This is an optimization exercise on Yosys and OpenROAD, whose aim is small area, not a production implementation. In this exercise RTL edits were held to simulation tests only and were not proved equivalent to the original. Power is estimated from default activity; no workload was simulated.

==> inputs of 01-09 <==
// dg_top
module dg_top (
   input  logic                                    clk100,
   input  logic                                    hps_fpga_reset_n,
   input  logic                                    host_write,
   input  dg_regs_pkg::reg_addr_e                  host_addr,
   input  logic [dg_regs_pkg::HOST_DATA_WIDTH-1:0] host_data,
   output logic [dg_timing_pkg::NUM_CHANNELS-1:0]  pins,
   output logic                                    t0,
   output logic [31:0]                             t0_count,
   output logic [dg_timing_pkg::STAMP_WIDTH-1:0]   t0_timestamp
);
   logic [NUM_PROTOCOLS-1:0][NUM_CHANNELS-1:0] pair_we;
   logic [TIME_WIDTH-1:0] pair_delay;
   logic [TIME_WIDTH-1:0] pair_end;
   logic [NUM_PROTOCOLS-1:0] protocol_select;  
   logic [TIME_WIDTH-1:0] pending_interval;
   logic                  fire;
   logic [TIME_WIDTH-1:0] offset;
   logic [NUM_CHANNELS-1:0][NUM_PROTOCOLS-1:0][TIME_WIDTH-1:0] page_delay;
   logic [NUM_CHANNELS-1:0][NUM_PROTOCOLS-1:0][TIME_WIDTH-1:0] page_end;
   logic [NUM_PROTOCOLS-1:0] load_sel;
   always_comb begin
      for (int p = 0; p < NUM_PROTOCOLS; p++) load_sel[p] = fire && protocol_select[p];
   end
   logic [NUM_CHANNELS-1:0] page_valid;
   dg_host_port host_port_i (
      .clk100, .hps_fpga_reset_n, .host_write, .host_addr, .host_data
      , .pair_we, .pair_delay, .pair_end, .protocol_select, .pending_interval
   );
   dg_protocol_table protocol_table_i (
      .clk100, .hps_fpga_reset_n
      , .pair_we, .pair_delay, .pair_end
      , .read_page ( protocol_select )
      , .page_delay, .page_end, .page_valid
   );
   dg_sequencer sequencer_i (
      .clk100, .hps_fpga_reset_n, .pending_interval
      , .fire, .offset, .t0, .t0_count, .t0_timestamp
   );
   for (genvar k = 0; k < NUM_CHANNELS; k++) begin : chan
      dg_pulse_channel pulse_channel_i (
         .clk100
         , .hps_fpga_reset_n
         , .load         ( fire )
         , .load_sel
         , .load_delay   ( page_delay[k] )
         , .load_end     ( page_end[k] )
         , .load_valid   ( page_valid[k] )
         , .restart      ( t0 )
         , .offset
         , .pin          ( pins[k] )
      );
   end
endmodule
export LEC_CHECK = 0
export CAP_MARGIN = 20
export CORE_MARGIN = 2
export CORE_UTILIZATION = 40
export CTS_CLUSTER_DIAMETER = 150
export CTS_CLUSTER_SIZE = 25
export SLEW_MARGIN = 20
export SYNTH_HIERARCHICAL = 1
create_clock -name core_clock -period 10.0 [get_ports {clk100}]
run.sh (not shown) runs the stock make flow with config.mk's settings and CLKGATE_MAP_FILE= SYNTH_SCRIPT=/design/flow/synth_recipe.tcl, a recipe that flattens the netlist after the stock synthesis.
==> inputs of 06-11, as changes to 01-09 <==
--- a/flow/design.v
+++ b/flow/design.v
@@ -62,15 +62,15 @@
    assign is_commit = host_write && (host_addr == REG_COMMIT) && host_data[COMMIT_BIT];
    always_comb begin
       for (int p = 0; p < NUM_PROTOCOLS; p++)
          for (int c = 0; c < NUM_CHANNELS; c++)
             pair_we[p][c] = host_write && (page == p) && (host_addr == 4'(REG_PAIR_0 + c));
    end
-   assign pair_delay = host_data[DELAY_LSB +: TIME_WIDTH];
-   assign sum        = {1'b0, host_data[DELAY_LSB +: TIME_WIDTH]} + {1'b0, host_data[WIDTH_LSB +: TIME_WIDTH]};
-   assign pair_end   = sum[TIME_WIDTH] ? '1 : sum[TIME_WIDTH-1:0];
+   assign pair_delay = host_data[DELAY_LSB +: TIME_WIDTH] + 1'b1;
+   assign sum        = {1'b0, host_data[DELAY_LSB +: TIME_WIDTH]} + {1'b0, host_data[WIDTH_LSB +: TIME_WIDTH]} + 1'b1;
+   assign pair_end   = sum[TIME_WIDTH] ? '0 : sum[TIME_WIDTH-1:0];
    always_ff @(posedge clk100) begin
       if (!hps_fpga_reset_n) begin
          page             <= '0;
          protocol_select  <= NUM_PROTOCOLS'(1);
          staged_interval  <= DEFAULT_INTERVAL;
          pending_interval <= DEFAULT_INTERVAL;
@@ -134,78 +134,76 @@
 import dg_timing_pkg::*;
 module dg_pulse_channel (
    input  logic                        clk100,
    input  logic                        hps_fpga_reset_n,
    input  logic                        load,         
    input  logic [NUM_PROTOCOLS-1:0]    load_sel,     
-   input  logic [NUM_PROTOCOLS-1:0][TIME_WIDTH-1:0] load_delay,
-   input  logic [NUM_PROTOCOLS-1:0][TIME_WIDTH-1:0] load_end,
+   input  logic [NUM_PROTOCOLS-1:0][TIME_WIDTH-1:0] load_rise,
+   input  logic [NUM_PROTOCOLS-1:0][TIME_WIDTH-1:0] load_fall,
    input  logic                        load_valid,
    input  logic                        restart,      
-   input  logic [TIME_WIDTH-1:0]       offset,       
+   input  logic [TIME_WIDTH-1:0]       offset_next,  
    output logic                        pin
 );
-   logic [TIME_WIDTH-1:0] delay_q;   
-   logic [TIME_WIDTH-1:0] end_q;     
+   logic [TIME_WIDTH-1:0] rise_q;    
+   logic [TIME_WIDTH-1:0] fall_q;    
    logic                  on_q;
    always_ff @(posedge clk100) begin
-      delay_q <= ({TIME_WIDTH{load_sel[0]}} & load_delay[0])
-              | ({TIME_WIDTH{load_sel[1]}} & load_delay[1])
-              | ({TIME_WIDTH{load_sel[2]}} & load_delay[2])
-              | ({TIME_WIDTH{load_sel[3]}} & load_delay[3])
-              | ({TIME_WIDTH{!load}} & delay_q);
-      end_q <= ({TIME_WIDTH{load_sel[0]}} & load_end[0])
-              | ({TIME_WIDTH{load_sel[1]}} & load_end[1])
-              | ({TIME_WIDTH{load_sel[2]}} & load_end[2])
-              | ({TIME_WIDTH{load_sel[3]}} & load_end[3])
-              | ({TIME_WIDTH{!load}} & end_q);
+      rise_q <= ({TIME_WIDTH{load_sel[0]}} & load_rise[0])
+              | ({TIME_WIDTH{load_sel[1]}} & load_rise[1])
+              | ({TIME_WIDTH{load_sel[2]}} & load_rise[2])
+              | ({TIME_WIDTH{load_sel[3]}} & load_rise[3])
+              | ({TIME_WIDTH{!load}} & rise_q);
+      fall_q <= ({TIME_WIDTH{load_sel[0]}} & load_fall[0])
+              | ({TIME_WIDTH{load_sel[1]}} & load_fall[1])
+              | ({TIME_WIDTH{load_sel[2]}} & load_fall[2])
+              | ({TIME_WIDTH{load_sel[3]}} & load_fall[3])
+              | ({TIME_WIDTH{!load}} & fall_q);
    end
    always_ff @(posedge clk100) begin
       if (!hps_fpga_reset_n) begin
          on_q <= 1'b0;
          pin  <= 1'b0;
       end else begin
          if (load) on_q <= load_valid;
-         pin <= ((pin && !restart) || (on_q && offset == delay_q)) && (offset != end_q);
+         pin <= ((pin && !restart) || (on_q && offset_next == rise_q)) && (offset_next != fall_q);
       end
    end
 endmodule
 `timescale 1ns/1ps
 import dg_timing_pkg::*;
 module dg_sequencer (
    input  logic                                    clk100,
    input  logic                                    hps_fpga_reset_n,
    input  logic [dg_timing_pkg::TIME_WIDTH-1:0]    pending_interval,
    output logic                                    fire,
-   output logic [dg_timing_pkg::TIME_WIDTH-1:0]    offset,       
+   output logic [dg_timing_pkg::TIME_WIDTH-1:0]    offset_next,
    output logic                                    t0,
    output logic [31:0]                             t0_count,
    output logic [dg_timing_pkg::STAMP_WIDTH-1:0]   t0_timestamp
 );
    logic [TIME_WIDTH-1:0] active_interval;
-   logic [TIME_WIDTH-1:0] count;       
-   logic [TIME_WIDTH-1:0] count_inc;
-   logic                  first;       
-   assign count_inc = count + 1'b1;
-   assign fire      = first || (!t0 && (count_inc == active_interval));
-   assign offset    = t0 ? '0 : count;
-   always_ff @(posedge clk100) begin
-      first <= !hps_fpga_reset_n;
-      count <= (t0 || first) ? TIME_WIDTH'(1) : count_inc;
-      if (fire) active_interval <= pending_interval;
-   end
+   logic [TIME_WIDTH-1:0] offset;
+   logic [TIME_WIDTH-1:0] offset_inc;
+   assign offset_inc  = offset + 1'b1;
+   assign fire        = !t0 && (offset_inc == active_interval);
+   assign offset_next = t0 ? TIME_WIDTH'(1) : offset_inc;
    always_ff @(posedge clk100) begin
       if (!hps_fpga_reset_n) begin
+         active_interval <= TIME_WIDTH'(1);  
+         offset          <= '0;
          t0              <= 1'b0;
          t0_count        <= '0;
          t0_timestamp    <= '0;
       end else begin
          t0     <= fire;
+         offset <= offset_next;
+         if (fire) active_interval <= pending_interval;
          if (t0) begin
             t0_count     <= t0_count + 1'b1;
-            t0_timestamp <= t0_timestamp + STAMP_WIDTH'(count);
+            t0_timestamp <= t0_timestamp + STAMP_WIDTH'(offset);
          end
       end
    end
 endmodule
 `timescale 1ns/1ps
 import dg_timing_pkg::*;
@@ -223,13 +221,13 @@
    logic [NUM_PROTOCOLS-1:0][NUM_CHANNELS-1:0] pair_we;
    logic [TIME_WIDTH-1:0] pair_delay;
    logic [TIME_WIDTH-1:0] pair_end;
    logic [NUM_PROTOCOLS-1:0] protocol_select;  
    logic [TIME_WIDTH-1:0] pending_interval;
    logic                  fire;
-   logic [TIME_WIDTH-1:0] offset;
+   logic [TIME_WIDTH-1:0] offset_next;
    logic [NUM_CHANNELS-1:0][NUM_PROTOCOLS-1:0][TIME_WIDTH-1:0] page_delay;
    logic [NUM_CHANNELS-1:0][NUM_PROTOCOLS-1:0][TIME_WIDTH-1:0] page_end;
    logic [NUM_PROTOCOLS-1:0] load_sel;
    always_comb begin
       for (int p = 0; p < NUM_PROTOCOLS; p++) load_sel[p] = fire && protocol_select[p];
    end
@@ -243,23 +241,23 @@
       , .pair_we, .pair_delay, .pair_end
       , .read_page ( protocol_select )
       , .page_delay, .page_end, .page_valid
    );
    dg_sequencer sequencer_i (
       .clk100, .hps_fpga_reset_n, .pending_interval
-      , .fire, .offset, .t0, .t0_count, .t0_timestamp
+      , .fire, .offset_next, .t0, .t0_count, .t0_timestamp
    );
    for (genvar k = 0; k < NUM_CHANNELS; k++) begin : chan
       dg_pulse_channel pulse_channel_i (
          .clk100
          , .hps_fpga_reset_n
          , .load         ( fire )
          , .load_sel
-         , .load_delay   ( page_delay[k] )
-         , .load_end     ( page_end[k] )
+         , .load_rise    ( page_delay[k] )
+         , .load_fall    ( page_end[k] )
          , .load_valid   ( page_valid[k] )
          , .restart      ( t0 )
-         , .offset
+         , .offset_next
          , .pin          ( pins[k] )
       );
    end
 endmodule
Settings changed: CTS_CLUSTER_DIAMETER 150 to default, CTS_CLUSTER_SIZE 25 to default, SYNTH_HIERARCHICAL 1 to default.
==> flow_summary.yaml <==
floorplan:
  well_tap_count: 3958
routing:
  drtIter0Drc: 10300
  wirelength_mm: 419
status:
  status: "no timing/DRC/antenna violations"
logic_synthesis:
  yosys-top-cells-count: "edfxtp_1, dfxtp_1, nand2_1, a221oi_1, a22o_1"
final_layout:
  seq_share: 0.625
  multi_input_area_um2: 32400
  final_cell_mix: "edfxtp_1, dfxtp_1, nand2_1"
global_route:
  gr-usage-met1: 0.370
Source of the figures above: 06-11

==> flow_summary.yaml <==
global_route:
  gr-usage-met1: 0.335
final_layout:
  multi_input_area_um2: 28300
  seq_share: 0.678
  n_all_inverters: 46
floorplan:
  well_tap_count: 3900
routing:
  wirelength_mm: 367
  drtIter0Drc: 11400
status:
  status: "no timing/DRC/antenna violations"
Source of the figures above: 01-09


---

==> onyx <==
==> flow/design.v <==
package dg_timing_pkg;
   localparam int NUM_CHANNELS  = 9;   
   localparam int NUM_PROTOCOLS = 4;   
   localparam int PAGE_WIDTH    = 2;   
   localparam int TIME_WIDTH    = 32;  
   localparam int STAMP_WIDTH   = 64;  
   localparam logic [TIME_WIDTH-1:0] MIN_INTERVAL     = 32'd1000;    
   localparam logic [TIME_WIDTH-1:0] DEFAULT_INTERVAL = 32'd2000;    
   typedef struct packed {
      logic [TIME_WIDTH-1:0] delay;  
      logic [TIME_WIDTH-1:0] width;  
   } delay_width_t;
   typedef enum logic [1:0] {
      CH_IDLE  = 2'd0,
      CH_DELAY = 2'd1,
      CH_WIDTH = 2'd2
   } chan_state_e;
endpackage
package dg_regs_pkg;
   localparam int HOST_DATA_WIDTH = 64;
   localparam int ADDR_WIDTH      = 4;
   typedef enum logic [ADDR_WIDTH-1:0] {
      REG_INTERVAL = 4'd0,
      REG_PAIR_0   = 4'd1,
      REG_PAIR_1   = 4'd2,
      REG_PAIR_2   = 4'd3,
      REG_PAIR_3   = 4'd4,
      REG_PAIR_4   = 4'd5,
      REG_PAIR_5   = 4'd6,
      REG_PAIR_6   = 4'd7,
      REG_PAIR_7   = 4'd8,
      REG_PAIR_8   = 4'd9,
      REG_PAGE     = 4'd13,  
      REG_PROTOCOL = 4'd14,  
      REG_COMMIT   = 4'd15   
   } reg_addr_e;
   localparam int INTERVAL_LSB = 0;   
   localparam int DELAY_LSB    = 32;  
   localparam int WIDTH_LSB    = 0;   
   localparam int SELECT_LSB   = 0;   
   localparam int COMMIT_BIT   = 0;
endpackage
`timescale 1ns/1ps
import dg_timing_pkg::*;
import dg_regs_pkg::*;
module dg_host_port (
   input  logic                                     clk100,
   input  logic                                     hps_fpga_reset_n,
   input  logic                                     host_write,
   input  dg_regs_pkg::reg_addr_e                   host_addr,
   input  logic [dg_regs_pkg::HOST_DATA_WIDTH-1:0]  host_data,
   output logic [dg_timing_pkg::NUM_PROTOCOLS-1:0][dg_timing_pkg::NUM_CHANNELS-1:0] pair_we,
   output logic [dg_timing_pkg::TIME_WIDTH-1:0]     pair_delay,
   output logic [dg_timing_pkg::TIME_WIDTH-1:0]     pair_end,
   output logic [dg_timing_pkg::NUM_PROTOCOLS-1:0]  protocol_select,  
   output logic [dg_timing_pkg::TIME_WIDTH-1:0]     pending_interval
);
   logic [PAGE_WIDTH-1:0] page;             
   logic [TIME_WIDTH-1:0] staged_interval;  
   logic                  is_commit;
   logic [TIME_WIDTH:0]   sum;
   assign is_commit = host_write && (host_addr == REG_COMMIT) && host_data[COMMIT_BIT];
   always_comb begin
      for (int p = 0; p < NUM_PROTOCOLS; p++)
         for (int c = 0; c < NUM_CHANNELS; c++)
            pair_we[p][c] = host_write && (page == p) && (host_addr == 4'(REG_PAIR_0 + c));
   end
   assign pair_delay = host_data[DELAY_LSB +: TIME_WIDTH];
   assign sum        = {1'b0, host_data[DELAY_LSB +: TIME_WIDTH]} + {1'b0, host_data[WIDTH_LSB +: TIME_WIDTH]};
   assign pair_end   = sum[TIME_WIDTH] ? '1 : sum[TIME_WIDTH-1:0];
   always_ff @(posedge clk100) begin
      if (!hps_fpga_reset_n) begin
         page             <= '0;
         protocol_select  <= NUM_PROTOCOLS'(1);
         staged_interval  <= DEFAULT_INTERVAL;
         pending_interval <= DEFAULT_INTERVAL;
      end else begin
         if (host_write) begin
            case (host_addr)
               REG_INTERVAL: staged_interval <= host_data[INTERVAL_LSB +: TIME_WIDTH];
               REG_PAGE:     page            <= host_data[SELECT_LSB +: PAGE_WIDTH];
               REG_PROTOCOL: protocol_select <= NUM_PROTOCOLS'(1) << host_data[SELECT_LSB +: PAGE_WIDTH];
               default: ;
            endcase
         end
         if (is_commit)
            pending_interval <= (staged_interval < MIN_INTERVAL) ? MIN_INTERVAL : staged_interval;
      end
   end
endmodule
`timescale 1ns/1ps
import dg_timing_pkg::*;
module dg_protocol_table (
   input  logic                                 clk100,
   input  logic                                 hps_fpga_reset_n,
   input  logic [dg_timing_pkg::NUM_PROTOCOLS-1:0][dg_timing_pkg::NUM_CHANNELS-1:0] pair_we,
   input  logic [dg_timing_pkg::TIME_WIDTH-1:0] pair_delay,
   input  logic [dg_timing_pkg::TIME_WIDTH-1:0] pair_end,
   input  logic [dg_timing_pkg::NUM_PROTOCOLS-1:0] read_page,  
   output logic [dg_timing_pkg::NUM_CHANNELS-1:0][dg_timing_pkg::NUM_PROTOCOLS-1:0][dg_timing_pkg::TIME_WIDTH-1:0] page_delay,
   output logic [dg_timing_pkg::NUM_CHANNELS-1:0][dg_timing_pkg::NUM_PROTOCOLS-1:0][dg_timing_pkg::TIME_WIDTH-1:0] page_end,
   output logic [dg_timing_pkg::NUM_CHANNELS-1:0] page_valid
);
   logic [NUM_CHANNELS-1:0][TIME_WIDTH-1:0] delay_q [NUM_PROTOCOLS];
   logic [NUM_CHANNELS-1:0][TIME_WIDTH-1:0] end_q   [NUM_PROTOCOLS];
   logic [NUM_CHANNELS-1:0]                 valid_q [NUM_PROTOCOLS];
   always_ff @(posedge clk100) begin
      for (int p = 0; p < NUM_PROTOCOLS; p++)
         for (int c = 0; c < NUM_CHANNELS; c++)
            if (!hps_fpga_reset_n)   valid_q[p][c] <= 1'b0;
            else if (pair_we[p][c])  valid_q[p][c] <= 1'b1;
   end
   always_ff @(posedge clk100) begin
      for (int p = 0; p < NUM_PROTOCOLS; p++)
         for (int c = 0; c < NUM_CHANNELS; c++)
            if (pair_we[p][c]) begin
               delay_q[p][c] <= pair_delay;
               end_q[p][c]   <= pair_end;
            end
   end
   always_comb begin
      for (int c = 0; c < NUM_CHANNELS; c++) begin
         for (int p = 0; p < NUM_PROTOCOLS; p++) begin
            page_delay[c][p] = delay_q[p][c];
            page_end[c][p]   = end_q[p][c];
         end
         page_valid[c] = 1'b0;
         for (int p = 0; p < NUM_PROTOCOLS; p++)
            page_valid[c] = page_valid[c] | (read_page[p] & valid_q[p][c]);
      end
   end
endmodule
`timescale 1ns/1ps
import dg_timing_pkg::*;
module dg_pulse_channel (
   input  logic                        clk100,
   input  logic                        hps_fpga_reset_n,
   input  logic                        load,         
   input  logic [NUM_PROTOCOLS-1:0]    load_sel,     
   input  logic [NUM_PROTOCOLS-1:0][TIME_WIDTH-1:0] load_delay,
   input  logic [NUM_PROTOCOLS-1:0][TIME_WIDTH-1:0] load_end,
   input  logic                        load_valid,
   input  logic                        restart,      
   input  logic [TIME_WIDTH-1:0]       offset,       
   output logic                        pin
);
   logic [TIME_WIDTH-1:0] delay_q;   
   logic [TIME_WIDTH-1:0] end_q;     
   logic                  on_q;
   always_ff @(posedge clk100) begin
      delay_q <= ({TIME_WIDTH{load_sel[0]}} & load_delay[0])
              | ({TIME_WIDTH{load_sel[1]}} & load_delay[1])
              | ({TIME_WIDTH{load_sel[2]}} & load_delay[2])
              | ({TIME_WIDTH{load_sel[3]}} & load_delay[3])
              | ({TIME_WIDTH{!load}} & delay_q);
      end_q <= ({TIME_WIDTH{load_sel[0]}} & load_end[0])
              | ({TIME_WIDTH{load_sel[1]}} & load_end[1])
              | ({TIME_WIDTH{load_sel[2]}} & load_end[2])
              | ({TIME_WIDTH{load_sel[3]}} & load_end[3])
              | ({TIME_WIDTH{!load}} & end_q);
   end
   always_ff @(posedge clk100) begin
      if (!hps_fpga_reset_n) begin
         on_q <= 1'b0;
         pin  <= 1'b0;
      end else begin
         if (load) on_q <= load_valid;
         pin <= ((pin && !restart) || (on_q && offset == delay_q)) && (offset != end_q);
      end
   end
endmodule
`timescale 1ns/1ps
import dg_timing_pkg::*;
module dg_sequencer (
   input  logic                                    clk100,
   input  logic                                    hps_fpga_reset_n,
   input  logic [dg_timing_pkg::TIME_WIDTH-1:0]    pending_interval,
   output logic                                    fire,
   output logic [dg_timing_pkg::TIME_WIDTH-1:0]    offset,       
   output logic                                    t0,
   output logic [31:0]                             t0_count,
   output logic [dg_timing_pkg::STAMP_WIDTH-1:0]   t0_timestamp
);
   logic [TIME_WIDTH-1:0] active_interval;
   logic [TIME_WIDTH-1:0] count;       
   logic [TIME_WIDTH-1:0] count_inc;
   logic                  first;       
   logic [TIME_WIDTH:0]   stamp_lo;    
   logic [STAMP_WIDTH-TIME_WIDTH-1:0] stamp_hi;
   assign stamp_lo = {1'b0, t0_timestamp[TIME_WIDTH-1:0]} + {1'b0, count};
   assign stamp_hi = t0_timestamp[STAMP_WIDTH-1:TIME_WIDTH] + stamp_lo[TIME_WIDTH];
   assign count_inc = count + 1'b1;
   assign fire      = first || (!t0 && (count_inc == active_interval));
   assign offset    = t0 ? '0 : count;
   always_ff @(posedge clk100) begin
      first <= !hps_fpga_reset_n;
      count <= (t0 || first) ? TIME_WIDTH'(1) : count_inc;
      if (fire) active_interval <= pending_interval;
   end
   always_ff @(posedge clk100) begin
      if (!hps_fpga_reset_n) begin
         t0              <= 1'b0;
         t0_count        <= '0;
         t0_timestamp    <= '0;
      end else begin
         t0     <= fire;
         if (t0) begin
            t0_count     <= t0_count + 1'b1;
            t0_timestamp <= {stamp_hi, stamp_lo[TIME_WIDTH-1:0]};
         end
      end
   end
endmodule
`timescale 1ns/1ps
import dg_timing_pkg::*;
module dg_top (
   input  logic                                    clk100,
   input  logic                                    hps_fpga_reset_n,
   input  logic                                    host_write,
   input  dg_regs_pkg::reg_addr_e                  host_addr,
   input  logic [dg_regs_pkg::HOST_DATA_WIDTH-1:0] host_data,
   output logic [dg_timing_pkg::NUM_CHANNELS-1:0]  pins,
   output logic                                    t0,
   output logic [31:0]                             t0_count,
   output logic [dg_timing_pkg::STAMP_WIDTH-1:0]   t0_timestamp
);
   logic [NUM_PROTOCOLS-1:0][NUM_CHANNELS-1:0] pair_we;
   logic [TIME_WIDTH-1:0] pair_delay;
   logic [TIME_WIDTH-1:0] pair_end;
   logic [NUM_PROTOCOLS-1:0] protocol_select;  
   logic [TIME_WIDTH-1:0] pending_interval;
   logic                  fire;
   logic [TIME_WIDTH-1:0] offset;
   logic [NUM_CHANNELS-1:0][NUM_PROTOCOLS-1:0][TIME_WIDTH-1:0] page_delay;
   logic [NUM_CHANNELS-1:0][NUM_PROTOCOLS-1:0][TIME_WIDTH-1:0] page_end;
   logic [NUM_PROTOCOLS-1:0] load_sel;
   always_comb begin
      for (int p = 0; p < NUM_PROTOCOLS; p++) load_sel[p] = fire && protocol_select[p];
   end
   logic [NUM_CHANNELS-1:0] page_valid;
   dg_host_port host_port_i (
      .clk100, .hps_fpga_reset_n, .host_write, .host_addr, .host_data
      , .pair_we, .pair_delay, .pair_end, .protocol_select, .pending_interval
   );
   dg_protocol_table protocol_table_i (
      .clk100, .hps_fpga_reset_n
      , .pair_we, .pair_delay, .pair_end
      , .read_page ( protocol_select )
      , .page_delay, .page_end, .page_valid
   );
   dg_sequencer sequencer_i (
      .clk100, .hps_fpga_reset_n, .pending_interval
      , .fire, .offset, .t0, .t0_count, .t0_timestamp
   );
   for (genvar k = 0; k < NUM_CHANNELS; k++) begin : chan
      dg_pulse_channel pulse_channel_i (
         .clk100
         , .hps_fpga_reset_n
         , .load         ( fire )
         , .load_sel
         , .load_delay   ( page_delay[k] )
         , .load_end     ( page_end[k] )
         , .load_valid   ( page_valid[k] )
         , .restart      ( t0 )
         , .offset
         , .pin          ( pins[k] )
      );
   end
endmodule
==> flow/run.sh <==
#!/bin/bash
# synth_recipe.tcl (not shown) runs the flow's synth.tcl, then flattens the netlist and writes it again
# the make line also repeats each setting of config.mk as NAME=value (left out here)
make -C /OpenROAD-flow-scripts/flow DESIGN_CONFIG=/design/flow/config.mk WORK_HOME=/design/flow/orfs CLKGATE_MAP_FILE= SYNTH_SCRIPT=/design/flow/synth_recipe.tcl finish
==> flow/config.mk <==
export PLATFORM = sky130hd
export DESIGN_NAME = dg_top
export DESIGN_NICKNAME = dg_top
export VERILOG_FILES = /design/flow/design.v
export SDC_FILE = /design/flow/constraint.sdc
export NUM_CORES = 4
export LEC_CHECK = 0
export CAP_MARGIN = 20
export CORE_MARGIN = 2
export CORE_UTILIZATION = 60
export CTS_CLUSTER_DIAMETER = 100
export CTS_CLUSTER_SIZE = 30
export SLEW_MARGIN = 20
export SYNTH_HIERARCHICAL = 1
==> flow/constraint.sdc <==
create_clock -name core_clock -period 10.0 [get_ports {clk100}]
set_input_delay 2.0000 -clock core_clock [delete_from_list [all_inputs] [get_ports {clk100}]]
set_output_delay 2.0000 -clock core_clock [all_outputs]
set_load 0.01 [all_outputs]
==> violet (differences from onyx) <==
CORE_UTILIZATION = 40   (was 60)
==> quartz (differences from onyx) <==
==> flow/design.v, changed modules only <==
module dg_host_port (
   input  logic                                     clk100,
   input  logic                                     hps_fpga_reset_n,
   input  logic                                     host_write,
   input  dg_regs_pkg::reg_addr_e                   host_addr,
   input  logic [dg_regs_pkg::HOST_DATA_WIDTH-1:0]  host_data,
   output logic [dg_timing_pkg::NUM_PROTOCOLS-1:0][dg_timing_pkg::NUM_CHANNELS-1:0] pair_we,
   output logic [dg_timing_pkg::TIME_WIDTH-1:0]     pair_delay,
   output logic [dg_timing_pkg::TIME_WIDTH-1:0]     pair_end,
   output logic [dg_timing_pkg::NUM_PROTOCOLS-1:0]  protocol_select,  
   output logic [dg_timing_pkg::TIME_WIDTH-1:0]     pending_interval
);
   logic [PAGE_WIDTH-1:0] page;             
   logic [TIME_WIDTH-1:0] staged_interval;  
   logic                  is_commit;
   logic [TIME_WIDTH:0]   sum;
   assign is_commit = host_write && (host_addr == REG_COMMIT) && host_data[COMMIT_BIT];
   always_comb begin
      for (int p = 0; p < NUM_PROTOCOLS; p++)
         for (int c = 0; c < NUM_CHANNELS; c++)
            pair_we[p][c] = host_write && (page == p) && (host_addr == 4'(REG_PAIR_0 + c));
   end
   assign pair_delay = host_data[DELAY_LSB +: TIME_WIDTH] + 1'b1;
   assign sum        = {1'b0, host_data[DELAY_LSB +: TIME_WIDTH]} + {1'b0, host_data[WIDTH_LSB +: TIME_WIDTH]} + 1'b1;
   assign pair_end   = sum[TIME_WIDTH] ? '0 : sum[TIME_WIDTH-1:0];
   always_ff @(posedge clk100) begin
      if (!hps_fpga_reset_n) begin
         page             <= '0;
         protocol_select  <= NUM_PROTOCOLS'(1);
         staged_interval  <= DEFAULT_INTERVAL;
         pending_interval <= DEFAULT_INTERVAL;
      end else begin
         if (host_write) begin
            case (host_addr)
               REG_INTERVAL: staged_interval <= host_data[INTERVAL_LSB +: TIME_WIDTH];
               REG_PAGE:     page            <= host_data[SELECT_LSB +: PAGE_WIDTH];
               REG_PROTOCOL: protocol_select <= NUM_PROTOCOLS'(1) << host_data[SELECT_LSB +: PAGE_WIDTH];
               default: ;
            endcase
         end
         if (is_commit)
            pending_interval <= (staged_interval < MIN_INTERVAL) ? MIN_INTERVAL : staged_interval;
      end
   end
endmodule
module dg_pulse_channel (
   input  logic                        clk100,
   input  logic                        hps_fpga_reset_n,
   input  logic                        load,         
   input  logic [NUM_PROTOCOLS-1:0]    load_sel,     
   input  logic [NUM_PROTOCOLS-1:0][TIME_WIDTH-1:0] load_rise,
   input  logic [NUM_PROTOCOLS-1:0][TIME_WIDTH-1:0] load_fall,
   input  logic                        load_valid,
   input  logic                        restart,      
   input  logic [TIME_WIDTH-1:0]       offset_next,  
   output logic                        pin
);
   logic [TIME_WIDTH-1:0] rise_q;    
   logic [TIME_WIDTH-1:0] fall_q;    
   logic                  on_q;
   always_ff @(posedge clk100) begin
      rise_q <= ({TIME_WIDTH{load_sel[0]}} & load_rise[0])
              | ({TIME_WIDTH{load_sel[1]}} & load_rise[1])
              | ({TIME_WIDTH{load_sel[2]}} & load_rise[2])
              | ({TIME_WIDTH{load_sel[3]}} & load_rise[3])
              | ({TIME_WIDTH{!load}} & rise_q);
      fall_q <= ({TIME_WIDTH{load_sel[0]}} & load_fall[0])
              | ({TIME_WIDTH{load_sel[1]}} & load_fall[1])
              | ({TIME_WIDTH{load_sel[2]}} & load_fall[2])
              | ({TIME_WIDTH{load_sel[3]}} & load_fall[3])
              | ({TIME_WIDTH{!load}} & fall_q);
   end
   always_ff @(posedge clk100) begin
      if (!hps_fpga_reset_n) begin
         on_q <= 1'b0;
         pin  <= 1'b0;
      end else begin
         if (load) on_q <= load_valid;
         pin <= ((pin && !restart) || (on_q && offset_next == rise_q)) && (offset_next != fall_q);
      end
   end
endmodule
module dg_sequencer (
   input  logic                                    clk100,
   input  logic                                    hps_fpga_reset_n,
   input  logic [dg_timing_pkg::TIME_WIDTH-1:0]    pending_interval,
   output logic                                    fire,
   output logic [dg_timing_pkg::TIME_WIDTH-1:0]    offset_next,
   output logic                                    t0,
   output logic [31:0]                             t0_count,
   output logic [dg_timing_pkg::STAMP_WIDTH-1:0]   t0_timestamp
);
   logic [TIME_WIDTH-1:0] active_interval;
   logic [TIME_WIDTH-1:0] offset;
   logic [TIME_WIDTH-1:0] offset_inc;
   assign offset_inc  = offset + 1'b1;
   assign fire        = !t0 && (offset_inc == active_interval);
   assign offset_next = t0 ? TIME_WIDTH'(1) : offset_inc;
   always_ff @(posedge clk100) begin
      if (!hps_fpga_reset_n) begin
         active_interval <= TIME_WIDTH'(1);  
         offset          <= '0;
         t0              <= 1'b0;
         t0_count        <= '0;
         t0_timestamp    <= '0;
      end else begin
         t0     <= fire;
         offset <= offset_next;
         if (fire) active_interval <= pending_interval;
         if (t0) begin
            t0_count     <= t0_count + 1'b1;
            t0_timestamp <= t0_timestamp + STAMP_WIDTH'(offset);
         end
      end
   end
endmodule
module dg_top (
   input  logic                                    clk100,
   input  logic                                    hps_fpga_reset_n,
   input  logic                                    host_write,
   input  dg_regs_pkg::reg_addr_e                  host_addr,
   input  logic [dg_regs_pkg::HOST_DATA_WIDTH-1:0] host_data,
   output logic [dg_timing_pkg::NUM_CHANNELS-1:0]  pins,
   output logic                                    t0,
   output logic [31:0]                             t0_count,
   output logic [dg_timing_pkg::STAMP_WIDTH-1:0]   t0_timestamp
);
   logic [NUM_PROTOCOLS-1:0][NUM_CHANNELS-1:0] pair_we;
   logic [TIME_WIDTH-1:0] pair_delay;
   logic [TIME_WIDTH-1:0] pair_end;
   logic [NUM_PROTOCOLS-1:0] protocol_select;  
   logic [TIME_WIDTH-1:0] pending_interval;
   logic                  fire;
   logic [TIME_WIDTH-1:0] offset_next;
   logic [NUM_CHANNELS-1:0][NUM_PROTOCOLS-1:0][TIME_WIDTH-1:0] page_delay;
   logic [NUM_CHANNELS-1:0][NUM_PROTOCOLS-1:0][TIME_WIDTH-1:0] page_end;
   logic [NUM_PROTOCOLS-1:0] load_sel;
   always_comb begin
      for (int p = 0; p < NUM_PROTOCOLS; p++) load_sel[p] = fire && protocol_select[p];
   end
   logic [NUM_CHANNELS-1:0] page_valid;
   dg_host_port host_port_i (
      .clk100, .hps_fpga_reset_n, .host_write, .host_addr, .host_data
      , .pair_we, .pair_delay, .pair_end, .protocol_select, .pending_interval
   );
   dg_protocol_table protocol_table_i (
      .clk100, .hps_fpga_reset_n
      , .pair_we, .pair_delay, .pair_end
      , .read_page ( protocol_select )
      , .page_delay, .page_end, .page_valid
   );
   dg_sequencer sequencer_i (
      .clk100, .hps_fpga_reset_n, .pending_interval
      , .fire, .offset_next, .t0, .t0_count, .t0_timestamp
   );
   for (genvar k = 0; k < NUM_CHANNELS; k++) begin : chan
      dg_pulse_channel pulse_channel_i (
         .clk100
         , .hps_fpga_reset_n
         , .load         ( fire )
         , .load_sel
         , .load_rise    ( page_delay[k] )
         , .load_fall    ( page_end[k] )
         , .load_valid   ( page_valid[k] )
         , .restart      ( t0 )
         , .offset_next
         , .pin          ( pins[k] )
      );
   end
endmodule
CORE_UTILIZATION = 40   (was 60)
CTS_CLUSTER_DIAMETER = 150   (was 100)
CTS_CLUSTER_SIZE = 25   (was 30)
SYNTH_HIERARCHICAL = default   (was 1)
==> comparison table <==
Outcome: quartz no timing/DRC/antenna violations; violet no timing/DRC/antenna violations; onyx no timing/DRC/antenna violations
Clock transition at the registers of the reported paths: quartz 0.10 ns; violet 0.12 ns; onyx 0.12 ns
Area occupied by multi-input gates: quartz 0.0324 mm^2; violet 0.0282 mm^2; onyx 0.0282 mm^2
Final core occ: quartz 0.442; violet 0.439; onyx 0.651
Antenna violations before repair: quartz 34; violet 22; onyx 14
Count of clock buffers in the final design: quartz 253; violet 197; onyx 207
Required time of the critical path: quartz 10.69 ns; violet 10.79 ns; onyx 10.75 ns
Cell count after synthesis: quartz 8509; violet 7602; onyx 7602
Measured slew at the worst slew-check pin: quartz 1.27 ns; violet 1.28 ns; onyx 1.36 ns
Multi-input logic cell count: quartz 4753; violet 3965; onyx 3965
Area of all placed cells without fillers: quartz 0.132 mm^2; violet 0.127 mm^2; onyx 0.125 mm^2
Wirelength per Cell: quartz 32.8 um; violet 30.8 um; onyx 34.5 um
Number of flip-flops and latches: quartz 3165; violet 3166; onyx 3166
Clock-cell share: quartz 0.0322; violet 0.0293; onyx 0.0281
P_leak: quartz 0.0436 uW; violet 0.0421 uW; onyx 0.0419 uW
Area of the core region: quartz 0.300 mm^2; violet 0.290 mm^2; onyx 0.193 mm^2
Global-route track usage on met2: quartz 0.407; violet 0.380; onyx 0.550
Height of the die: quartz 552 um; violet 543 um; onyx 444 um
Instance count along the most critical hold path: quartz 2; violet 2; onyx 0
Logic pwr share: quartz 0.190; violet 0.064; onyx 0.064
Maximum number of pins on one net before global-route repair: quartz 233; violet 166; onyx 187
Worst Setup SP: quartz host_data[32]; violet sequencer_i.count[0]; onyx sequencer_i.count[4]
H-Tree Depth: quartz 4; violet 3; onyx 3
CP max-delay cell: quartz a2111oi_1; violet nor3_1; onyx buf_4

## what the ideal ports hide
Ports are ideal in the flow. The routed layouts listed here were re-timed in OpenROAD.
Step 1: set_driving_cell puts a clkbuf_16 on clk100 and a buf_2 on each other input, an assumption about the parent block.
Step 2 times the ports against the registers' clock, not the clock port: input delays grow and output delays shrink by t, the midpoint of the rising clock arrivals with the driver on.
Three values: ideal, step 1, step 2; two values: the first two.
| run | t, ns | setup slack, ns | pins driven straight from the clock port |
|---|---|---|---|
| 01-09 | 0.986 | 3.432 / 3.432 / 2.912 | 1 |
| 06-11 | 0.978 | 2.444 / 2.529 / 1.551 | 1 |
| onyx | 0.927 | 3.142 / 3.142 / 2.723 | 1 |
| violet | 0.952 | 3.289 / 3.289 / 2.969 | 1 |
| quartz | 0.954 | 2.528 / 2.615 / 1.661 | 1 |
After both steps every run listed still meets setup and hold. For 06-11, which loses most, drivers alone change the setup slack by +0.085 ns; drivers and shift together by -0.893 ns.
